This design comes from an exercise in tuning for small area, a short achievable clock period and few clock cycles per item on the open sky130 flow, not from production work. The RTL was checked by simulation tests, not by an equivalence proof against the original design. No activity file was given, so power comes from the tool's default toggle rates.

## flow/flow/run.sh

```bash
#!/bin/bash
# the standard layout, with a global-routing layer adjustment of its own (flow/fastroute.tcl)
set -o pipefail
here=$(pwd)
bash standard.sh FASTROUTE_TCL="$here/flow/fastroute.tcl" finish > "$here/flow_standard.log" 2>&1
```

## flow/flow/fastroute.tcl

```tcl
# global routing capacity: keep more of met1/met2 free for pin access and let the
# underused upper layers take the long nets
set_global_routing_layer_adjustment met1 0.55
set_global_routing_layer_adjustment met2 0.35
set_global_routing_layer_adjustment met3 0.2
set_global_routing_layer_adjustment met4 0.2
set_global_routing_layer_adjustment met5 0.2

set_routing_layers -clock $::env(MIN_CLK_ROUTING_LAYER)-$::env(MAX_ROUTING_LAYER)
set_routing_layers -signal $::env(MIN_ROUTING_LAYER)-$::env(MAX_ROUTING_LAYER)
```

## flow/standard.sh

```bash
#!/bin/bash
# synth_recipe.tcl (not shown) runs the flow's synth.tcl, then flattens the netlist and writes it again
# the make line also repeats each setting of config.mk as NAME=value (left out here)
make -C /OpenROAD-flow-scripts/flow DESIGN_CONFIG=/design/flow/config.mk WORK_HOME=/design/flow/orfs CLKGATE_MAP_FILE= SYNTH_SCRIPT=/design/flow/synth_recipe.tcl "${@:-finish}"
```

## flow/config.mk

```make
export PLATFORM = sky130hd
export DESIGN_NAME = channel_subscriber_hash_table_top
export DESIGN_NICKNAME = channel_subscriber_hash_table_top
export VERILOG_FILES = /design/flow/design.v
export SDC_FILE = /design/flow/constraint.sdc
export NUM_CORES = 4
export LEC_CHECK = 0
export CAP_MARGIN = 20
export CORE_MARGIN = 2
export CORE_UTILIZATION = 25
export PLACE_DENSITY = 0.3
export SETUP_SLACK_MARGIN = 4.0
export SLEW_MARGIN = 20
export TNS_END_PERCENT = 10
```

## flow/constraint.sdc

```tcl
create_clock -name core_clock -period 8.0 [get_ports {clk}]
set_input_delay 1.6000 -clock core_clock [delete_from_list [all_inputs] [get_ports {clk}]]
set_output_delay 1.6000 -clock core_clock [all_outputs]
set_load 0.01 [all_outputs]
```

## flow/design.v

```verilog
package cshash_pkg;
    localparam int TableSlotsDefault      = 32;
    localparam int SubscriberSlotsDefault = 8;
    localparam int ActionWidth  = 3;
    localparam int ChannelWidth = 16;
    localparam int HandleWidth  = 32;
    localparam int SubWidth     = 16;
    localparam int StatusWidth  = 3;
    localparam int SlotOutWidth = 5;
    typedef enum logic [2:0] {
        ACT_INSERT = 3'd0,
        ACT_ADD    = 3'd1,
        ACT_LOOKUP = 3'd2,
        ACT_DELETE = 3'd3,
        ACT_NOTIFY = 3'd4
    } action_t;
    typedef enum logic [2:0] {
        STS_OK       = 3'd0,
        STS_NOTFOUND = 3'd1,
        STS_FULL     = 3'd2,
        STS_SUBFULL  = 3'd3,
        STS_NONE     = 3'd4
    } status_t;
    typedef enum logic [1:0] {
        SLOT_EMPTY   = 2'd0,
        SLOT_USED    = 2'd1,
        SLOT_DELETED = 2'd2
    } slot_state_t;
    typedef struct packed {
        logic load;        
        logic rd_slot;     
        logic step;        
        logic do_insert;   
        logic do_add;      
        logic do_delete;   
        logic sub_rd;      
        logic sub_step;    
        logic sub_clr;     
        logic out_load;    
        logic [2:0] out_status;
        logic out_zero;    
        logic out_use_in;  
        logic out_sub_in;  
        logic out_sub_rd;  
        logic out_last;
    } cshash_cmd_t;
    typedef struct packed {
        logic [2:0] action;
        logic       st_empty;
        logic       st_used;
        logic       match;
        logic       probe_done;   
        logic       sub_free;     
        logic       sub_any;      
        logic       sub_cur;      
        logic       sub_more;     
    } cshash_sts_t;
endpackage
import cshash_pkg::*;
module channel_subscriber_hash_table_top #(
    parameter int TABLE_SLOTS      = cshash_pkg::TableSlotsDefault,
    parameter int SUBSCRIBER_SLOTS = cshash_pkg::SubscriberSlotsDefault
) (
    input  logic        clk,
    input  logic        rst_n,
    input  logic        s_axis_tvalid,
    output logic        s_axis_tready,
    input  logic [71:0] s_axis_tdata,
    output logic        m_axis_tvalid,
    input  logic        m_axis_tready,
    output logic [55:0] m_axis_tdata,
    output logic        m_axis_tlast
);
    localparam int N = 32;
    localparam int S = 8;
    logic [N-1:0] used_q;
    logic [N-1:0] del_q;
    logic [15:0]  chan_q [N];
    logic [31:0]  hand_q [N];
    logic [3:0]   cnt_q  [N];
    logic [15:0]  id_q   [N][S];
    logic [66:0]  f0, f1;
    logic         f0_v, f1_v;
    logic         s_rdy_q;
    logic         push, f_pop;
    logic [15:0]  f_chan;
    logic         p_v;
    logic [2:0]   p_act;
    logic         p_ins;
    logic [15:0]  p_chan;
    logic [31:0]  p_hand;
    logic [15:0]  p_sub;
    logic [N-1:0] p_cheq;
    logic         p_take;
    logic         b_v;
    logic [15:0]  b_chan;
    logic [31:0]  b_hand;
    logic [15:0]  b_sub;
    logic [N-1:0] b_first, b_second;
    logic [N-1:0] b_hit;
    logic         b_any1, b_any2;
    logic         b_first_found, b_second_found;
    logic         b_ins, b_add, b_del, b_ntf, b_act_ok;
    logic [N-1:0] u_sel;
    logic         c_u, c_s;
    logic         b_take, b_proc;
    logic         nt_active;
    logic [2:0]   nt_pos;
    logic [3:0]   nt_cnt;
    logic         nt_go, nt_done;
    logic [56:0]  o0, res;
    logic         o0_v;
    logic         o_free;
    assign s_axis_tready = s_rdy_q;
    assign m_axis_tvalid = o0_v;
    assign m_axis_tdata  = o0[55:0];
    assign m_axis_tlast  = o0[56];
    assign push   = s_rdy_q && s_axis_tvalid;
    assign o_free = !o0_v || m_axis_tready;
    assign b_proc = b_v && !nt_active && o_free;
    assign b_take = !b_v || b_proc;
    assign p_take = !p_v || b_take;
    assign f_pop  = f0_v && p_take;
    assign nt_go  = nt_active && o_free;
    assign f_chan = f0[18:3];
    logic [N-1:0]   p_hit, p_cand, p_ge;
    logic [2*N-1:0] dbl, pre1, pre2, first64, second64;
    logic [N-1:0]   p_first, p_second, p_nb;
    logic           p_any1, p_any2;
    always_comb
    begin
        for (int i = 0; i < N; i++)
        begin
            p_hit[i]  = used_q[i] && p_cheq[i];
            p_cand[i] = p_ins ? !used_q[i] : (p_hit[i] || !(used_q[i] || del_q[i]));
            p_ge[i]   = (5'(i) >= p_chan[4:0]);
        end
        dbl  = {p_cand & ~p_ge, p_cand & p_ge};
        pre1 = dbl << 1;
        pre2 = '0;
        for (int d = 1; d < 2 * N; d = d * 2)
        begin
            pre2 = pre2 | (pre2 << d) | (pre1 & (pre1 << d));
            pre1 = pre1 | (pre1 << d);
        end
        p_any1   = |p_cand;
        p_any2   = pre2[2*N-1] | (pre1[2*N-1] & dbl[2*N-1]);
        first64  = dbl & ~pre1;
        second64 = dbl & pre1 & ~pre2;
        for (int i = 0; i < N; i++)
        begin
            p_first[i]  = first64[i] | first64[N+i];
            p_second[i] = second64[i] | second64[N+i];
            p_nb[i]     = p_ge[i] ? !(pre1[i] | dbl[i]) : !(pre1[N+i] | dbl[N+i]);
        end
    end
    logic          is_ins, is_add, is_del, is_ntf, is_act;
    logic [N-1:0]  sel;
    logic          found;
    logic [4:0]    sel_slot;
    logic [31:0]   sel_hand;
    logic [3:0]    sel_cnt;
    logic [15:0]   sel_id [S];
    logic          sel_zero, sel_full, sel_multi;
    logic [N-1:0]  ins_we, add_we;
    assign b_first_found  = b_ins ? b_any1 : |(b_first & b_hit);
    assign b_second_found = b_ins ? b_any2 : |(b_second & b_hit);
    assign is_ins = b_ins;
    assign is_add = b_add;
    assign is_del = b_del;
    assign is_ntf = b_ntf;
    assign is_act = b_act_ok;
    always_comb
    begin
        if (c_u)
        begin
            sel   = u_sel;
            found = 1'b1;
        end
        else if (c_s)
        begin
            sel   = b_second;
            found = b_second_found;
        end
        else
        begin
            sel   = b_first;
            found = b_first_found;
        end
        sel_slot  = '0;
        sel_hand  = '0;
        sel_cnt   = '0;
        for (int j = 0; j < S; j++)
            sel_id[j] = '0;
        sel_zero  = 1'b0;
        sel_full  = 1'b0;
        sel_multi = 1'b0;
        for (int i = 0; i < N; i++)
        begin
            if (sel[i])
            begin
                sel_slot  = sel_slot  | 5'(i);
                sel_hand  = sel_hand  | hand_q[i];
                sel_cnt   = sel_cnt   | cnt_q[i];
                for (int j = 0; j < S; j++)
                    sel_id[j] = sel_id[j] | id_q[i][j];
                sel_zero  = sel_zero  | (cnt_q[i] == 4'd0);
                sel_full  = sel_full  | cnt_q[i][3];
                sel_multi = sel_multi | (cnt_q[i] > 4'd1);
            end
        end
        for (int i = 0; i < N; i++)
        begin
            ins_we[i] = b_proc && is_ins && sel[i];
            add_we[i] = b_proc && is_add && found && sel[i] && !cnt_q[i][3];
        end
    end
    always_ff @(posedge clk or negedge rst_n)
    begin
        if (!rst_n)
        begin
            used_q <= '0;
            del_q  <= '0;
        end
        else if (b_proc && found)
        begin
            if (is_ins)
            begin
                used_q <= used_q | sel;
                del_q  <= del_q & ~sel;
            end
            else if (is_del)
            begin
                used_q <= used_q & ~sel;
                del_q  <= del_q | sel;
            end
        end
    end
    always_ff @(posedge clk)
    begin
        for (int i = 0; i < N; i++)
        begin
            if (ins_we[i])
            begin
                chan_q[i] <= b_chan;
                hand_q[i] <= b_hand;
                cnt_q[i]  <= '0;
            end
            else if (add_we[i])
            begin
                cnt_q[i] <= cnt_q[i] + 4'd1;
                for (int j = 0; j < S; j++)
                    if (cnt_q[i][2:0] == 3'(j))
                        id_q[i][j] <= b_sub;
            end
        end
    end
    always_ff @(posedge clk or negedge rst_n)
    begin
        if (!rst_n)
        begin
            f0_v    <= 1'b0;
            f1_v    <= 1'b0;
            s_rdy_q <= 1'b1;
        end
        else
        begin
            if (f_pop || !f0_v)
            begin
                f0_v    <= f1_v || push;
                f1_v    <= f1_v && push;
                s_rdy_q <= !(f1_v && push);
            end
            else
            begin
                f1_v    <= f1_v || push;
                s_rdy_q <= !(f1_v || push);
            end
        end
    end
    always_ff @(posedge clk)
    begin
        if (f_pop || !f0_v)
        begin
            f0 <= f1_v ? f1 : s_axis_tdata[66:0];
            if (f1_v)
                f1 <= s_axis_tdata[66:0];
        end
        else if (push)
            f1 <= s_axis_tdata[66:0];
    end
    always_ff @(posedge clk or negedge rst_n)
    begin
        if (!rst_n)
            p_v <= 1'b0;
        else if (p_take)
            p_v <= f0_v;
    end
    always_ff @(posedge clk)
    begin
        if (p_take)
        begin
            p_act  <= f0[2:0];
            p_ins  <= (f0[2:0] == 3'd0);
            p_chan <= f_chan;
            p_hand <= f0[50:19];
            p_sub  <= f0[66:51];
            for (int i = 0; i < N; i++)
                p_cheq[i] <= ins_we[i] ? (b_chan == f_chan) : (chan_q[i] == f_chan);
        end
    end
    logic u_upd, u_cand, u_first, u_before;
    always_comb
    begin
        u_upd    = b_proc && found && (is_ins || is_del);
        u_cand   = p_ins ? (b_proc && found && is_del)
                         : (b_proc && found && is_ins && (b_chan == p_chan));
        u_first  = u_upd && |(sel & p_first);
        u_before = |(sel & p_nb);
    end
    always_ff @(posedge clk or negedge rst_n)
    begin
        if (!rst_n)
            b_v <= 1'b0;
        else if (b_take)
            b_v <= p_v;
    end
    always_ff @(posedge clk)
    begin
        if (b_take)
        begin
            b_chan       <= p_chan;
            b_hand       <= p_hand;
            b_sub        <= p_sub;
            b_first      <= p_first;
            b_second     <= p_second;
            b_hit        <= p_hit;
            b_any1       <= p_any1;
            b_any2       <= p_any2;
            b_ins        <= (p_act == 3'd0);
            b_add        <= (p_act == 3'd1);
            b_del        <= (p_act == 3'd3);
            b_ntf        <= (p_act == 3'd4);
            b_act_ok     <= (p_act <= 3'd4);
            u_sel        <= sel;
            c_u          <= u_cand && (u_before || u_first);
            c_s          <= !u_cand && u_first;
        end
    end
    logic        multi;
    logic [15:0] nt_id;
    logic [15:0] nt_ids [1:S-1];
    assign multi    = is_ntf && found && sel_multi;
    assign nt_done  = ({1'b0, nt_pos} + 4'd1 == nt_cnt);
    always_comb
    begin
        nt_id = '0;
        for (int j = 1; j < S; j++)
            if (nt_pos == 3'(j))
                nt_id = nt_ids[j];
    end
    always_comb
    begin
        if (nt_active)
            res = {nt_done, nt_id, o0[39:3], STS_OK};
        else if (!found)
            res = {1'b1, 16'd0, 32'd0, 5'd0, is_ins ? STS_FULL : STS_NOTFOUND};
        else if (is_ins)
            res = {1'b1, 16'd0, b_hand, sel_slot, STS_OK};
        else if (is_add)
            res = {1'b1, sel_full ? 16'd0 : b_sub, sel_hand, sel_slot,
                   sel_full ? STS_SUBFULL : STS_OK};
        else if (is_ntf)
            res = {!multi, sel_zero ? 16'd0 : sel_id[0], b_hand, sel_slot,
                   sel_zero ? STS_NONE : STS_OK};
        else
            res = {1'b1, 16'd0, sel_hand, sel_slot, STS_OK};
    end
    always_ff @(posedge clk or negedge rst_n)
    begin
        if (!rst_n)
        begin
            nt_active <= 1'b0;
            o0_v      <= 1'b0;
        end
        else
        begin
            if (nt_go)
                nt_active <= !nt_done;
            else if (b_proc)
                nt_active <= multi;
            if (o_free)
                o0_v <= nt_go || (b_proc && is_act);
        end
    end
    always_ff @(posedge clk)
    begin
        if (nt_go)
            nt_pos <= nt_pos + 3'd1;
        else if (b_proc)
        begin
            nt_pos  <= 3'd1;
            nt_cnt  <= sel_cnt;
            for (int j = 1; j < S; j++)
                nt_ids[j] <= sel_id[j];
        end
        if (o_free)
            o0 <= res;
    end
endmodule
```

==> results.py, run 1 <==
metrics = {
    "placement": {
        "placed_area_mm2": 0.270,
        "place.detailed.hpwl_mm": 772,
        "place_congestion": 0.973,
        "io_buffers": 129,
    },
    "power": {
        "p_clk_frac": 0.355,
        "power_frac_seq": 0.424,
        "irDropWorstVdd_v": 0.000223,
        "power_switching_w": 0.0316,
        "leakagePower_nw": 95.4,
        "p_sw_frac": 0.333,
        "total_power_w": 0.0949,
        "comb_power_share": 0.221,
        "p_per_area_mw_per_mm2": 314,
        "p_int_w": 0.0633,
    },
    "floorplan": {
        "die_h_um": 998,
        "io_pins": 135,
        "start_util": 0.251,
        "die_w_um": 998,
        "core-area_mm2": 0.986,
        "rows": 365,
        "die-area_mm2": 0.997,
    },
    "final_layout": {
        "regArea_mm2": 0.192,
        "syn_to_final_growth_pct": 22.2,
        "fin_area_mm2": 0.302,
        "fin_util": 0.306,
        "fill_cells": 97292,
        "multi_input_area_mm2": 0.0560,
        "fin_nets": 16272,
        "final_layout_size_suffix_gt1_frac": 0.182,
    },
    "logic_synthesis": {
        "ys.flop_type": "edfxtp_1",
        "ys_seq_elements": 6442,
        "synth_seq_area_share": 0.776,
        "syn_avg_cell_area_um2": 16.8,
        "synth_edf_count": 6243,
        "netlist_instances": 14726,
        "synthArstFlopShare": 0.0110,
        "synth.distinct_cells": 110,
        "syn_nets": 15001,
        "syn_area_mm2": 0.247,
        "ys_warn_count": 7,
    },
    "critical_path": {
        "cp-end-kind": "flip-flop",
        "path_max_fanout": 32,
        "r2r_start": "nt_pos[0]",
        "rr_endpoint": "o0[47]",
        "startpoint": "nt_pos[0]",
        "timing_worst_setup_path_type": "reg -> reg",
        "cp.arrival_ns": 5.15,
        "r2r_slack_ns": 3.78,
        "critPathCapture": "o0[47]",
        "required_ns": 8.94,
        "critPathLaunchType": "flip-flop",
        "reg2reg_depth": 12,
    },
    "timing": {
        "setup_viol": 0,
        "maxSlewHeadroom": 0.137,
        "max_freq_ghz": 0.237,
        "fin_crit_ns": 4.22,
        "tightest_slew_ns": 1.30,
        "rsz0062_at_grt": "true",
        "post-route-period-util": 0.527,
        "finClkSkew_ns": 0.132,
        "setup_tns_ns": 0,
        "drv_slew": 0,
        "hold_violations": 0,
    },
    "clock_network": {
        "hold_buffers": 0,
        "clockBufferDepth": 5,
        "tritoncts": "yes",
        "clkLatencyLatePin_ns": 1.16,
        "h-tree-depth": 6,
        "clock_sinks": 6442,
        "cts_root_buf": "clkbuf_16",
        "cts_buffers": 781,
        "clk_pin_slew_ns": 0.06,
    },
    "drt": {
        "drt_pre_antenna_iters": 6,
        "vias": 152103,
        "drtAntennaViolNets": 0,
        "wl_per_cell_um": 43.2,
        "routed_wl_mm": 1280,
        "viasPerCell": 5.12,
        "drt-initial-drc-count": 10242,
        "drcViolationCount": 0,
    },
    "global_routing": {
        "grt_pass1_vias": 160183,
        "grt_max_degree": 156,
        "grt_overflow": 0,
        "track_usage": 0.318,
        "antenna_found_initial": 104,
        "grt_pass1_wl_mm": 1660,
    },
    "flow_run": {
        "cap_violations": 0,
    },
    "status": {
        "status": "finished clean",
    },
    "hold_path": {
        "hp-class": "reg -> reg",
    },
}
==> how the worst min path moves through the flow <==
stage,startpoint,to,slack (ns),cells past startpoint
global placement,f0[19],p_hand[0],0.40,0
finish,p_sub[0],b_sub[0],0.38,0
CTS,p_sub[0],b_sub[0],0.38,0
detailed placement,f0[26],p_hand[7],0.40,0
global route,p_sub[1],b_sub[1],0.38,0
floorplan,p_hand[0],b_hand[0],0.40,0
==> synth_stat cells (all sizes together), types with 13 or more instances <==
| library cell | instances | area share |
|---|---|---|
| edfxtp | 6243 | 0.76 |
| a22oi | 1648 | 0.050 |
| clkbuf | 586 | 0.0089 |
| xor2 | 534 | 0.019 |
| a221oi | 508 | 0.018 |
| nor2 | 480 | 0.0074 |
| a22o | 461 | 0.016 |
| nand4 | 430 | 0.011 |
| nand2 | 410 | 0.0062 |
| nand3 | 403 | 0.0083 |
| a21oi | 328 | 0.0068 |
| o21ai | 293 | 0.0060 |
| buf | 238 | 0.0044 |
| nor4 | 238 | 0.0064 |
| nor3 | 204 | 0.0043 |
| ha | 199 | 0.010 |
| and3 | 160 | 0.0041 |
| inv | 153 | 0.0023 |
| dfxtp | 128 | 0.010 |
| and2 | 96 | 0.0024 |
| or4 | 94 | 0.0029 |
| a211oi | 80 | 0.0028 |
| dfrtp | 70 | 0.0071 |
| xnor2 | 70 | 0.0025 |
| mux2 | 69 | 0.0031 |
| mux2i | 67 | 0.0027 |
| o22ai | 45 | 0.0012 |
| o21a | 40 | 0.0012 |
| a222oi | 38 | 0.0015 |
| or3 | 35 | 0.00089 |
| nand2b | 34 | 0.00086 |
| o211ai | 31 | 0.0010 |
| nor3b | 30 | 0.0012 |
| maj3 | 29 | 0.0012 |
| a2111oi | 25 | 0.0016 |
| a21o | 21 | 0.00064 |
| a31oi | 20 | 0.00053 |
| clkinv | 19 | 0.00029 |
| nor2b | 15 | 0.00038 |
| nor4b | 15 | 0.00053 |
| o22a | 13 | 0.00046 |
==> worst max-delay path, cell delays in order (launching register included) <==
cell      delay (ns)
edfxtp_1        0.42
buf_4           0.15
ha_1            0.17
ha_2            0.17
buf_4           0.43
a21oi_1         0.26
o211ai_1        1.04
o21ai_0         0.46
nor2_1          0.21
a21oi_1         0.12
o21ai_0         0.23
nand2_1         0.13
o21ai_0         0.12
==> layer usage <==
metal / vias to the layer above / routed length [um] / GRT usage / part of all wire
li1: 63244 / - / - / -
met1: 79722 / 490000 / 0.522 / 0.38
met2: 6631 / 580000 / 0.488 / 0.45
met3: 2456 / 133000 / 0.122 / 0.10
met4: 50 / 80600 / 0.139 / 0.063
met5: - / 1040 / 0.00333 / 0.00081
==> cells by family (layout without fill, tap and decap cells) <==
group                      after synthesis  count (layout)  share of synthesized area
DFF                                   6442            6442                      0.776
AOI/OAI and AO/OA                     3647            3647                      0.112
and+or+nand+nor                       2673            2678                     0.0579
buffers and inverters                  996            2877                     0.0159
xor gates and xnor gates               604             604                     0.0214
adders and majority gates              228             228                     0.0112
muxes                                  136             136                    0.00586
other                                    0              87                          0
==> stage by stage <==
step | instances | hold WS, ns | setup slack, ns
global placement | 27852 | 0.401 | 1.53
global route | 29691 | 0.384 | 3.65
finish | 29727 | 0.380 | 3.78
detailed placement | 27859 | 0.405 | 1.48
floorplan | 14726 | 0.400 | 2.10
CTS | 29544 | 0.378 | 3.69
==> cells in the final DEF (no fill, tap or decap), types with 40 or more instances in the layout <==
cell type / instances
a21oi_1: 264
and3_4: 74
dfxtp_1: 128
nand3_1: 343
nor3_1: 140
inv_1: 138
xor2_1: 534
mux2i_1: 54
diode_2: 87
buf_6: 75
or4_1: 88
xnor2_1: 70
clkinv_1: 192
nor2_1: 380
clkdlybuf4s50_1: 128
nor4_1: 195
clkbuf_1: 251
o21ai_0: 228
o21ai_1: 47
clkbuf_16: 799
and3_1: 59
a22oi_1: 1632
nor2_4: 76
buf_12: 182
and2_4: 48
buf_4: 881
mux2_2: 69
nand2_1: 375
a211oi_1: 50
edfxtp_1: 6243
clkinv_2: 83
nand4_1: 425
and2_1: 40
a22o_1: 461
ha_1: 197
dfrtp_1: 68
a221oi_1: 493
==> sequential cells by signal, indices dropped and copies added (netlist names), 57 cells and up, named ones only <==
signal,count
cnt_q,128
f0,67
nt_ids,112
chan_q,512
o0,57
f1,67
id_q,4096
hand_q,1024
==> power by group through the flow <==
stage	registers, W	logic, W	clock network [W]
CTS	0.0402	0.0207	0.0346
finish	0.0402	0.0210	0.0337
global route	0.0403	0.0221	0.0357
global placement	0.0409	0.0196	0
detailed placement	0.0409	0.0195	0
floorplan	0.0409	0.00788	0
==> timing repair <==
item                                   4_1_cts  5_1_grt
setup endpoints to repair                 5444     2928
pin swaps                                  158       70
buffers inserted                           282       79
gates cloned                                 5       10
resized for setup                          676      205
endpoints found under the hold margin        0        0
==> layout make-up <==
cell class | instances | area share
tap | 13028 | 0.0540
multi-input combinational | 7293 | 0.186
inverter | 172 | 0.00317
antenna | 87 | 0.000721
clock buffer | 1056 | 0.0694
timing repair buffer | 1306 | 0.0436
sequential | 6442 | 0.635
timing repair inverter | 1 | 0.0000373
clock inverter | 342 | 0.00816
Testbench counts, summed over its fixed seeds: cycles 4,126, items 4,000.
==> inputs of run 2 (changes only) <==
--- a/flow/config.mk
+++ b/flow/config.mk
@@ -10,5 +10,5 @@
 export CORE_UTILIZATION = 25
 export PLACE_DENSITY = 0.3
-export SETUP_SLACK_MARGIN = 4.0
+export SETUP_SLACK_MARGIN = 4.5
 export SLEW_MARGIN = 20
-export TNS_END_PERCENT = 10
+export TNS_END_PERCENT = 20
==> results.py, run 2 <==
metrics = {
    "timing": {
        "post-route-period-util": 0.527,
        "maxSlewHeadroom": -0.271,
        "holdWs_ns": 0.391,
        "max_freq_ghz": 0.237,
        "setup_tns_ns": 0,
        "rsz0062_at_grt": "true",
        "finClkSkew_ns": 0.134,
        "hold_violations": 0,
        "drv_slew": 6,
        "fin_crit_ns": 4.22,
        "setup_ws_ns": 3.78,
        "tightest_slew_ns": 1.90,
        "setup_viol": 0,
    },
    "critical_path": {
        "path_max_fanout": 8,
        "slowest_stage": "a2111oi_4",
        "required_ns": 8.76,
        "timing_worst_setup_path_type": "reg -> reg",
        "r2r_slack_ns": 3.78,
        "critPathLaunchType": "flip-flop",
        "cpPeakStageDelay_ns": 0.67,
        "crit_chain": "buf_12, buf_16, buf_12, nor3b_4, a211oi_4, buf_12, buf_8, nor4_4, buf_6, nand3_4, nor4_4, buf_4, nand2_4, xor2_2, mux2i_1, o21ai_1, nand4_1, a2111oi_4",
        "rr_endpoint": "b_second[25]",
        "reg2reg_depth": 18,
        "cp-end-kind": "flip-flop",
        "cpMostUsedCell": "buf_12",
        "r2r_start": "p_ins",
        "cp.arrival_ns": 4.98,
    },
    "logic_synthesis": {
        "synth_top_family_by_area": "compound AO/OA/AOI/OAI gates",
        "synth_adder_area_share": 0.0112,
        "ys_seq_elements": 6442,
        "synth_top_area_frac": 0.759,
        "syn_nets": 15001,
        "yosysMostFrequentCell": "edfxtp_1",
        "synth.distinct_cells": 110,
        "yosys-top-cells-count": "edfxtp_1, a22oi_1, clkbuf_1",
        "ys.flop_type": "edfxtp_1",
        "syn_area_mm2": 0.247,
        "synthSimpleGateAreaFrac": 0.0579,
        "ys_warn_count": 7,
        "synth_xor_area_frac": 0.0214,
        "syn_avg_cell_area_um2": 16.8,
        "synth_area_leader_cell": "edfxtp_1",
        "netlist_instances": 14726,
        "synth-compound-area-share": 0.112,
        "synth_seq_area_share": 0.776,
        "synthArstFlopShare": 0.0110,
        "synth_area_leaders": "edfxtp_1, a22oi_1, xor2_1",
        "synth_edf_count": 6243,
        "muxShareOfSynthArea": 0.00586,
    },
    "placement": {
        "placed_cells": 27859,
        "io_buffers": 129,
        "place_congestion": 0.973,
        "place.detailed.hpwl_mm": 772,
        "dp_slack_ns": 1.48,
    },
    "floorplan": {
        "io_pins": 135,
        "start_util": 0.251,
        "rows": 365,
        "die-area_mm2": 0.997,
        "die_w_um": 998,
        "core-area_mm2": 0.986,
        "die_h_um": 998,
    },
    "final_layout": {
        "fin_nets": 16971,
        "syn_to_final_growth_pct": 28.3,
        "layout_common_cells": "edfxtp_1, a22oi_1, buf_4",
        "fin_util": 0.322,
        "fill_cells": 96175,
        "regMostFlops": "id_q",
        "layout_commonest_cell": "edfxtp_1",
        "top_regs": "id_q: 4096 flops, hand_q: 1024 flops, chan_q: 512 flops",
        "final_cells": 30449,
        "largest_reg_flops": 4096,
        "final_layout_size_suffix_gt1_frac": 0.242,
    },
    "clock_network": {
        "clk_pin_slew_ns": 0.06,
        "cts_buffers": 781,
        "cts_root_buf": "clkbuf_16",
        "clkLatencyLatePin_ns": 1.16,
        "clock_sinks": 6442,
        "hold_buffers": 0,
        "h-tree-depth": 6,
        "tritoncts": "yes",
        "clockBufferDepth": 5,
    },
    "power": {
        "irDropWorstVdd_v": 0.000221,
        "leakagePower_nw": 102,
        "p_per_area_mw_per_mm2": 310,
    },
    "global_routing": {
        "antenna_found_initial": 120,
        "grt_pass1_wl_mm": 1710,
        "track_usage": 0.331,
        "grt_pass1_vias": 162393,
        "grt_max_degree": 156,
        "grt_overflow": 0,
    },
    "drt": {
        "wl_per_cell_um": 45.2,
        "viasPerCell": 5.15,
        "vias": 156913,
        "routed_wl_mm": 1380,
        "drtAntennaViolNets": 0,
        "drt-initial-drc-count": 10980,
        "drcViolationCount": 0,
        "drt_pre_antenna_iters": 6,
    },
    "hold_path": {
        "worstHoldPathCells": 0,
        "hp-class": "reg -> reg",
        "worstHoldStart": "p_sub[1]",
        "worstHoldEndpoint": "b_sub[1]",
    },
    "status": {
        "status": "finished with violations",
        "violations": "max-capacitance violations, max-slew violations",
    },
    "flow_run": {
        "cap_violations": 1,
    },
}
==> run 2: cell count changes in the layout (fill, tap and decap cells not counted), moves of 41 or more <==
| cell | delta |
|---|---|
| buf_12 | +216 |
| buf_4 | +144 |
| buf_6 | +133 |
| a221oi_1 | -76 |
| a221oi_2 | +64 |
| buf_16 | +63 |
| clkbuf_16 | +60 |
| and3_4 | +50 |
| or4_1 | -42 |
| or4_4 | +42 |
| buf_8 | +41 |
==> run 2: repair_timing <==
| action | in CTS | in global routing |
|---|---|---|
| cloned | 57 | 78 |
| buffers inserted | 557 | 385 |
| setup endpoints to repair | 6179 | 4701 |
| gates resized for setup | 1412 | 1056 |
| pin swaps | 273 | 317 |
==> run 2: cell families after synthesis <==
logic type / after synthesis
buffers and inverters: 996
multiplexers: 136
AO/OA/AOI/OAI: 3647
XOR/XNOR: 604
adder cells (fa/ha/maj): 228
flip-flops: 6442
AND/OR/NAND/NOR: 2673
==> run 2: power by group <==
part	switching (W)	internal [W]
clock	0.0147	0.0190
sequential	0.00122	0.0390
combinational	0.0176	0.00674
total	0.0335	0.0648
==> run 2: final cells by class <==
class / instances / area, um^2 / share of cell area
flip-flops and latches: 6442 / 192000 / 0.605
multi-input cells: 7303 / 59600 / 0.188
repair buffers: 1977 / 24400 / 0.0769
clock buffers: 1056 / 21000 / 0.0661
well taps: 13028 / 16300 / 0.0514
clock inverters: 342 / 2460 / 0.00777
inverters: 172 / 1160 / 0.00367
diodes: 110 / 275 / 0.000868
repair inverters: 19 / 184 / 0.000580
==> run 2: how the worst max path moves through the flow <==
stage | startpoint | endpoint
after global placement | m_axis_tready | id_q[100][3]
after CTS | p_chan[2] | c_u
after floorplan | m_axis_tready | f1[0]
after detailed placement | m_axis_tready | id_q[100][3]
after global routing | p_ins | b_second[25]
final | p_ins | b_second[25]
==> run 2: metal layers <==
metal  vias to the layer above  GRT usage  routed length [um]
met1                     81510      0.530              499000
met2                      7750      0.498              602000
li1                      64724          -                   -
met5                         -    0.00357                1250
met3                      2842      0.140              174000
met4                        87      0.156              101000
==> run 2: critical path, delay by kind of cell, from the launching register on <==
family                    cells  cell delay [ns]
xor gates and xnor gates      1             0.16
AOI/OAI and AO/OA             3             0.91
DFF                           1             0.41
buffers and inverters         7             1.13
and+or+nand+nor               6             1.20
muxes                         1             0.10
==> run 2: metrics by stage <==
stage / total power, W / area [um^2]
5_1_grt: 0.102 / 317000
2_1_floorplan: 0.0488 / 248000
3_5_place_dp: 0.0604 / 270000
6_report: 0.0983 / 317000
4_1_cts: 0.0973 / 307000
3_3_place_gp: 0.0605 / 270000
==> inputs of run 3 (changes only) <==
--- a/flow/config.mk
+++ b/flow/config.mk
@@ -8,7 +8,7 @@
 export CAP_MARGIN = 20
 export CORE_MARGIN = 2
-export CORE_UTILIZATION = 25
-export PLACE_DENSITY = 0.3
-export SETUP_SLACK_MARGIN = 4.5
+export CORE_UTILIZATION = 30
+export PLACE_DENSITY = 0.35
+export SETUP_SLACK_MARGIN = 4.3
 export SLEW_MARGIN = 20
-export TNS_END_PERCENT = 20
+export TNS_END_PERCENT = 15
==> results.py, run 3 <==
metrics = {
    "power": {
        "leakagePower_nw": 98.0,
        "power_frac_seq": 0.424,
        "power_switching_w": 0.0317,
        "p_clk_frac": 0.343,
        "comb_power_share": 0.234,
        "p_per_area_mw_per_mm2": 313,
        "p_int_w": 0.0635,
        "p_sw_frac": 0.333,
        "total_power_w": 0.0952,
        "irDropWorstVdd_v": 0.000225,
    },
    "critical_path": {
        "r2r_slack_ns": 3.74,
        "r2r_start": "p_chan[1]",
        "cp.arrival_ns": 5.12,
        "path_max_fanout": 8,
        "rr_endpoint": "c_u",
        "cp-end-kind": "flip-flop",
        "startpoint": "p_chan[1]",
        "critPathLaunchType": "flip-flop",
        "required_ns": 8.86,
        "reg2reg_depth": 16,
        "critPathCapture": "c_u",
        "timing_worst_setup_path_type": "reg -> reg",
    },
    "logic_synthesis": {
        "yosysMostFrequentCell": "edfxtp_1",
        "synth.distinct_cells": 110,
        "synthSimpleGateAreaFrac": 0.0579,
        "netlist_instances": 14726,
        "synthArstFlopShare": 0.0110,
        "ys_warn_count": 7,
        "synth_seq_area_share": 0.776,
        "synth_edf_count": 6243,
        "ys_seq_elements": 6442,
        "synth_top_area_frac": 0.759,
        "syn_area_mm2": 0.247,
        "muxShareOfSynthArea": 0.00586,
        "synth_area_leader_cell": "edfxtp_1",
        "syn_nets": 15001,
        "syn_avg_cell_area_um2": 16.8,
        "yosys-top-cells-count": "edfxtp_1, a22oi_1, clkbuf_1",
        "synth_top_family_by_area": "compound AO/OA/AOI/OAI gates",
        "synth_adder_area_share": 0.0112,
        "ys.flop_type": "edfxtp_1",
        "synth_xor_area_frac": 0.0214,
        "synth_area_leaders": "edfxtp_1, a22oi_1, xor2_1",
        "synth-compound-area-share": 0.112,
    },
    "floorplan": {
        "rows": 333,
        "start_util": 0.301,
        "die-area_mm2": 0.831,
        "die_h_um": 912,
        "die_w_um": 912,
        "core-area_mm2": 0.822,
        "io_pins": 135,
    },
    "global_routing": {
        "met3_usage": 0.177,
        "met1_usage": 0.576,
        "track_usage": 0.370,
        "grt_overflow": 0,
        "grt_max_degree": 161,
        "antenna_found_initial": 115,
        "grt-busiest-layer": "met1",
        "grt_pass1_wl_mm": 1620,
        "grt_pass1_vias": 164116,
        "met2_usage": 0.546,
    },
    "status": {
        "violations": "max-capacitance violations, max-slew violations",
        "status": "finished with violations",
    },
    "clock_network": {
        "clock_sinks": 6442,
        "hold_buffers": 0,
        "clockBufferDepth": 4,
        "clk_pin_slew_ns": 0.06,
        "tritoncts": "yes",
        "h-tree-depth": 6,
        "cts_buffers": 730,
        "clkLatencyLatePin_ns": 1.21,
        "cts_root_buf": "clkbuf_16",
    },
    "timing": {
        "post-route-period-util": 0.532,
        "fin_crit_ns": 4.26,
        "tightest_slew_ns": 1.72,
        "rsz0062_at_grt": "true",
        "maxSlewHeadroom": -0.149,
        "finClkSkew_ns": 0.116,
        "setup_viol": 0,
        "setup_tns_ns": 0,
        "max_freq_ghz": 0.235,
        "drv_slew": 5,
        "hold_violations": 0,
    },
    "final_layout": {
        "top_regs": "id_q: 4096 flops, hand_q: 1024 flops, chan_q: 512 flops",
        "fin_nets": 16526,
        "syn_to_final_growth_pct": 23.1,
        "final_layout_size_suffix_gt1_frac": 0.203,
        "layout_commonest_cell": "edfxtp_1",
        "fill_cells": 76556,
        "fin_area_mm2": 0.304,
        "layout_common_cells": "edfxtp_1, a22oi_1, buf_4",
        "largest_reg_flops": 4096,
        "regMostFlops": "id_q",
    },
    "drt": {
        "viasPerCell": 5.59,
        "wl_per_cell_um": 45.3,
        "drt-initial-drc-count": 10967,
        "routed_wl_mm": 1260,
        "drcViolationCount": 0,
        "drtAntennaViolNets": 0,
        "drt_pre_antenna_iters": 6,
        "vias": 155631,
    },
    "placement": {
        "place_congestion": 0.968,
        "io_buffers": 129,
        "placed_area_mm2": 0.268,
        "place.detailed.hpwl_mm": 719,
    },
    "flow_run": {
        "cap_violations": 1,
    },
    "hold_path": {
        "hp-class": "reg -> reg",
    },
}
## run 3: layout make-up
cell class | instances | area, um^2 | share of cell area
sequential | 6442 | 192000 | 0.630
multi-input combinational | 7293 | 56900 | 0.187
clock buffer | 928 | 19100 | 0.0628
timing repair buffer | 1604 | 17500 | 0.0576
tap | 10887 | 13600 | 0.0448
clock inverter | 402 | 3950 | 0.0130
inverter | 172 | 1080 | 0.00356
antenna | 97 | 243 | 0.000798
timing repair inverter | 8 | 80.1 | 0.000263
## run 3: power by group through the flow
stage                     Combinational, W  Clock [W]  Sequential [W]
after floorplan                    0.00788          0          0.0409
after global placement              0.0188          0          0.0410
after detailed placement            0.0188          0          0.0410
after CTS                           0.0215     0.0332          0.0403
after global routing                0.0233     0.0345          0.0405
final                               0.0222     0.0326          0.0404
## run 3: timing repair
action	in CTS	in global routing
setup endpoints to repair	6125	4785
resized for setup	1037	344
buffers inserted	371	201
pin swaps	194	168
hold endpoints to repair	0	0
cloned	46	15
## run 3: critical path, stage by stage (launching register included)
cell	delay, ns
edfxtp_1	0.42
buf_6	0.16
buf_4	0.19
or4_4	0.57
a211oi_4	0.25
nor4_2	0.08
buf_4	0.20
buf_6	0.14
a32oi_4	0.24
o41ai_2	0.12
nor4_2	0.30
buf_4	0.22
o2111ai_4	0.13
nor4_4	0.32
nand4_1	0.17
nor4_2	0.36
a21oi_1	0.10
## run 3: kinds of logic (layout without fill, tap and decap cells)
kind of cell	count (synthesis)	after routing
buf+inv	996	3114
other cells	0	97
compound gates	3647	3647
xor+xnor	604	604
flops	6442	6442
fa+ha+maj	228	228
simple gates	2673	2678
mux	136	136
## run 3: metrics by stage
step	instances	hold slack [ns]	utilization	worst slack [ns]
6_report	27833	0.391	0.370	3.74
3_5_place_dp	25767	0.405	0.326	1.54
5_1_grt	27768	0.393	0.370	3.64
3_3_place_gp	25760	0.402	0.326	1.50
2_1_floorplan	14726	0.400	-	2.10
4_1_cts	27514	0.363	0.366	3.68
## run 3: worst min path at each step
stage / start / endpoint / slack (ns) / cells after the start
floorplan: p_hand[0] / b_hand[0] / 0.40 / 0
global placement: p_hand[15] / b_hand[15] / 0.40 / 0
detailed placement: p_hand[22] / b_hand[22] / 0.40 / 0
CTS: rst_n / f0_v / 0.36 / 1
global route: f0[39] / p_hand[20] / 0.39 / 0
finish: f0[21] / p_hand[2] / 0.39 / 0
## run 3: metal layers
metal | wire length, um | part of all wire
met1 | 448000 | 0.36
met2 | 551000 | 0.44
met3 | 167000 | 0.13
met4 | 94000 | 0.075
met5 | 1190 | 0.00094
==> inputs of run 4 (changes only) <==
--- a/flow/flow/fastroute.tcl
+++ b/flow/flow/fastroute.tcl
@@ -1,6 +1,6 @@
 # global routing capacity: keep more of met1/met2 free for pin access and let the
 # underused upper layers take the long nets
-set_global_routing_layer_adjustment met1 0.55
-set_global_routing_layer_adjustment met2 0.35
+set_global_routing_layer_adjustment met1 0.6
+set_global_routing_layer_adjustment met2 0.4
 set_global_routing_layer_adjustment met3 0.2
 set_global_routing_layer_adjustment met4 0.2
--- a/flow/config.mk
+++ b/flow/config.mk
@@ -8,7 +8,7 @@
 export CAP_MARGIN = 20
 export CORE_MARGIN = 2
-export CORE_UTILIZATION = 30
-export PLACE_DENSITY = 0.35
-export SETUP_SLACK_MARGIN = 4.3
+export CORE_UTILIZATION = 16
+export PLACE_DENSITY = 0.22
+export SETUP_SLACK_MARGIN = 3.5
 export SLEW_MARGIN = 20
-export TNS_END_PERCENT = 15
+export TNS_END_PERCENT = 10
==> results.py, run 4 <==
metrics = {
    "power": {
        "leakagePower_nw": 95.5,
        "p_int_w": 0.0642,
        "power_frac_seq": 0.415,
        "p_sw_frac": 0.338,
        "p_per_area_mw_per_mm2": 313,
        "power_switching_w": 0.0328,
        "p_clk_frac": 0.369,
        "irDropWorstVdd_v": 0.000190,
        "comb_power_share": 0.216,
    },
    "floorplan": {
        "rows": 456,
        "start_util": 0.160,
        "die_h_mm": 1.25,
        "core-area_mm2": 1.54,
        "die-area_mm2": 1.55,
        "die_w_mm": 1.25,
        "io_pins": 135,
    },
    "final_layout": {
        "layout_common_cells": "edfxtp_1, a22oi_1, buf_4",
        "fin_nets": 16236,
        "multi_input_area_mm2": 0.0545,
        "syn_to_final_growth_pct": 25.5,
        "top_regs": "id_q: 4096 flops, hand_q: 1024 flops, chan_q: 512 flops",
        "regMostFlops": "id_q",
        "fill_cells": 163546,
        "final_layout_size_suffix_gt1_frac": 0.176,
        "largest_reg_flops": 4096,
        "layout_commonest_cell": "edfxtp_1",
        "regArea_mm2": 0.192,
    },
    "timing": {
        "drv_slew": 0,
        "maxSlewHeadroom": 0.142,
        "setup_viol": 0,
        "hold_violations": 0,
        "fin_crit_ns": 4.62,
        "max_freq_ghz": 0.216,
        "post-route-period-util": 0.578,
        "setup_tns_ns": 0,
        "finClkSkew_ns": 0.114,
        "rsz0062_at_grt": "true",
        "setup_ws_ns": 3.38,
        "tightest_slew_ns": 1.28,
    },
    "critical_path": {
        "cpPeakStageDelay_ns": 0.83,
        "startpoint": "b_hit[18]",
        "critPathLaunchType": "flip-flop",
        "rr_endpoint": "id_q[85][0]",
        "slowest_stage": "and3_2",
        "critPathCapture": "id_q[85][0]",
        "cpMostUsedCell": "a221oi_1",
        "reg2reg_depth": 12,
        "cp.arrival_ns": 5.51,
        "required_ns": 8.89,
        "timing_worst_setup_path_type": "reg -> reg",
        "cp-end-kind": "flip-flop",
        "crit_chain": "a22o_1, a221oi_1, nand4_1, nor3_1, a221oi_1, a311o_2, and3_4, nand2_8, buf_12, nor3_2, and3_2, buf_4",
        "r2r_slack_ns": 3.38,
        "critical_path_cell_count": 12,
        "path_max_fanout": 22,
        "worst-path-buf-inv": 2,
        "cp_top_family": "simple AND/OR/NAND/NOR gates",
        "r2r_start": "b_hit[18]",
    },
    "logic_synthesis": {
        "netlist_instances": 14726,
        "synthArstFlopShare": 0.0110,
        "synth_top_area_frac": 0.759,
        "ys.flop_type": "edfxtp_1",
        "yosysMostFrequentCell": "edfxtp_1",
        "yosys-top-cells-count": "edfxtp_1, a22oi_1, clkbuf_1",
        "syn_area_mm2": 0.247,
        "synth_area_leaders": "edfxtp_1, a22oi_1, xor2_1",
        "ys_warn_count": 7,
        "synth_seq_area_share": 0.776,
        "synth_area_leader_cell": "edfxtp_1",
        "syn_avg_cell_area_um2": 16.8,
        "synth.distinct_cells": 110,
        "synth_edf_count": 6243,
        "ys_seq_elements": 6442,
        "syn_nets": 15001,
    },
    "drt": {
        "viasPerCell": 4.07,
        "drtAntennaViolNets": 0,
        "drt_pre_antenna_iters": 8,
        "routed_wl_mm": 1440,
        "wl_per_cell_um": 38.6,
        "drt-initial-drc-count": 9264,
        "drcViolationCount": 0,
        "vias": 151881,
    },
    "placement": {
        "place.detailed.hpwl_mm": 910,
        "dp_slack_ns": 1.48,
        "io_buffers": 129,
        "place_congestion": 0.945,
    },
    "clock_network": {
        "tritoncts": "yes",
        "clockBufferDepth": 5,
        "cts_root_buf": "clkbuf_16",
        "cts_buffers": 815,
        "clock_sinks": 6442,
        "clk_pin_slew_ns": 0.06,
        "clkLatencyLatePin_ns": 1.24,
        "h-tree-depth": 6,
    },
    "status": {
        "status": "finished clean",
    },
    "global_routing": {
        "track_usage": 0.242,
        "antenna_found_initial": 150,
        "grt_pass1_vias": 163251,
        "grt_max_degree": 130,
        "grt_pass1_wl_mm": 1840,
        "grt_overflow": 0,
    },
    "hold_path": {
        "hp-class": "in -> async",
    },
    "flow_run": {
        "cap_violations": 0,
    },
}
## run 4: cell counts after synthesis
Identical to the previous run, type by type.
## run 4: worst min-delay path by stage
stage	cells past startpoint	end	start	slack, ns
3_3_place_gp	0	p_hand[24]	f0[43]	0.40
2_1_floorplan	0	b_hand[0]	p_hand[0]	0.40
3_5_place_dp	0	p_sub[13]	f0[64]	0.40
4_1_cts	1	asynchronous set/reset pin	rst_n	0.14
6_report	1	asynchronous set/reset pin	rst_n	0.26
5_1_grt	1	o0_v	rst_n	0.19
## run 4: power by group through the flow
stage                     sequential [W]  clock, W  combinational (W)
after CTS                         0.0403    0.0372             0.0215
after global routing              0.0404    0.0382             0.0226
after detailed placement          0.0410         0             0.0208
after floorplan                   0.0409         0            0.00788
final                             0.0403    0.0358             0.0209
after global placement            0.0410         0             0.0209
## run 4: cell families (layout without fill, tap and decap cells)
kind of cell / after synthesis / after routing / share of synthesized area
multiplexers: 136 / 136 / 0.00586
other: 0 / 122 / 0
AO/OA/AOI/OAI: 3647 / 3647 / 0.112
buffers and inverters: 996 / 2897 / 0.0159
AND/OR/NAND/NOR: 2673 / 2674 / 0.0579
flip-flops: 6442 / 6442 / 0.776
adder cells (fa/ha/maj): 228 / 228 / 0.0112
XOR/XNOR: 604 / 604 / 0.0214
## run 4: worst register-to-register path, delay by kind of cell, from the launching register on
kind                   cells  cell delay (ns)
buffers and inverters      2             0.69
AOI/OAI and AO/OA          4             1.08
DFF                        1             0.53
and+or+nand+nor            6             1.99
## run 4: timing repair
action / 4_1_cts / 5_1_grt
buffers inserted: 87 / 65
hold buffers: 0 / 0
gates cloned: 2 / 3
resized for setup: 291 / 106
setup endpoints to repair: 1551 / 994
pin swaps: 44 / 48
## run 4: area by class of cell
| type | instances | area share |
|---|---|---|
| sequential | 6442 | 0.618 |
| timing repair buffer | 1241 | 0.0386 |
| inverter | 172 | 0.00289 |
| tap | 20610 | 0.0831 |
| clock inverter | 420 | 0.0103 |
| multi-input combinational | 7289 | 0.176 |
| clock buffer | 1064 | 0.0701 |
| antenna | 122 | 0.000984 |
## run 4: routing by layer
| metal | part of all wire | track usage | vias up |
|---|---|---|---|
| li1 | - | - | 63304 |
| met3 | 0.11 | 0.102 | 2419 |
| met4 | 0.054 | 0.0859 | 82 |
| met1 | 0.39 | 0.432 | 79417 |
| met2 | 0.44 | 0.373 | 6659 |
| met5 | 0.00037 | 0 | - |
## run 4: through the flow
| stage | util | total power, W | instances | hold WS (ns) | instance area, um^2 |
|---|---|---|---|---|---|
| CTS | 0.200 | 0.0989 | 37163 | 0.139 | 309000 |
| detailed placement | 0.183 | 0.0618 | 35590 | 0.405 | 281000 |
| finish | 0.201 | 0.0970 | 37360 | 0.258 | 310000 |
| global route | 0.201 | 0.101 | 37295 | 0.194 | 310000 |
| floorplan | - | 0.0488 | 14726 | 0.400 | 248000 |
| global placement | 0.182 | 0.0619 | 35569 | 0.401 | 281000 |

## re-timing with driven ports
The flow's constraints put no driver on any port. The routed layouts listed below were extracted and timed again, unchanged, in two steps.
Step 1 sets driving cells, clkbuf_16 on the clock port and buf_2 on the other inputs (assumed; they add their load-dependent delay and slew).
Step 2 adds t to the input delays and takes it off the output delays; t is the mean of the earliest and latest rising clock arrival at the registers after step 1. Input paths then give back, and output paths get back, about the clock's delay inside the block.
Slacks: ideal ports / drivers / drivers and shift; pairs: ideal ports / drivers.
| run | shift t [ns] | setup slack, ns | hold slack, ns | latest minus earliest clock arrival (ns) |
|---|---|---|---|---|
| run 1 | 1.260 | 3.785 / 3.785 / 2.718 | 0.380 / 0.380 / 0.380 | 0.138 / 0.138 |
| run 2 | 1.244 | 3.784 / 3.784 / 3.223 | 0.391 / 0.391 / 0.391 | 0.143 / 0.143 |
| run 3 | 1.296 | 3.741 / 3.741 / 2.785 | 0.391 / 0.320 / 0.391 | 0.120 / 0.119 |
| run 4 | 1.350 | 3.376 / 3.376 / 2.397 | 0.258 / 0.115 / 0.412 | 0.115 / 0.116 |
For run 1, which loses most, drivers alone change the setup slack by 0.000 ns; drivers and shift together by -1.067 ns.
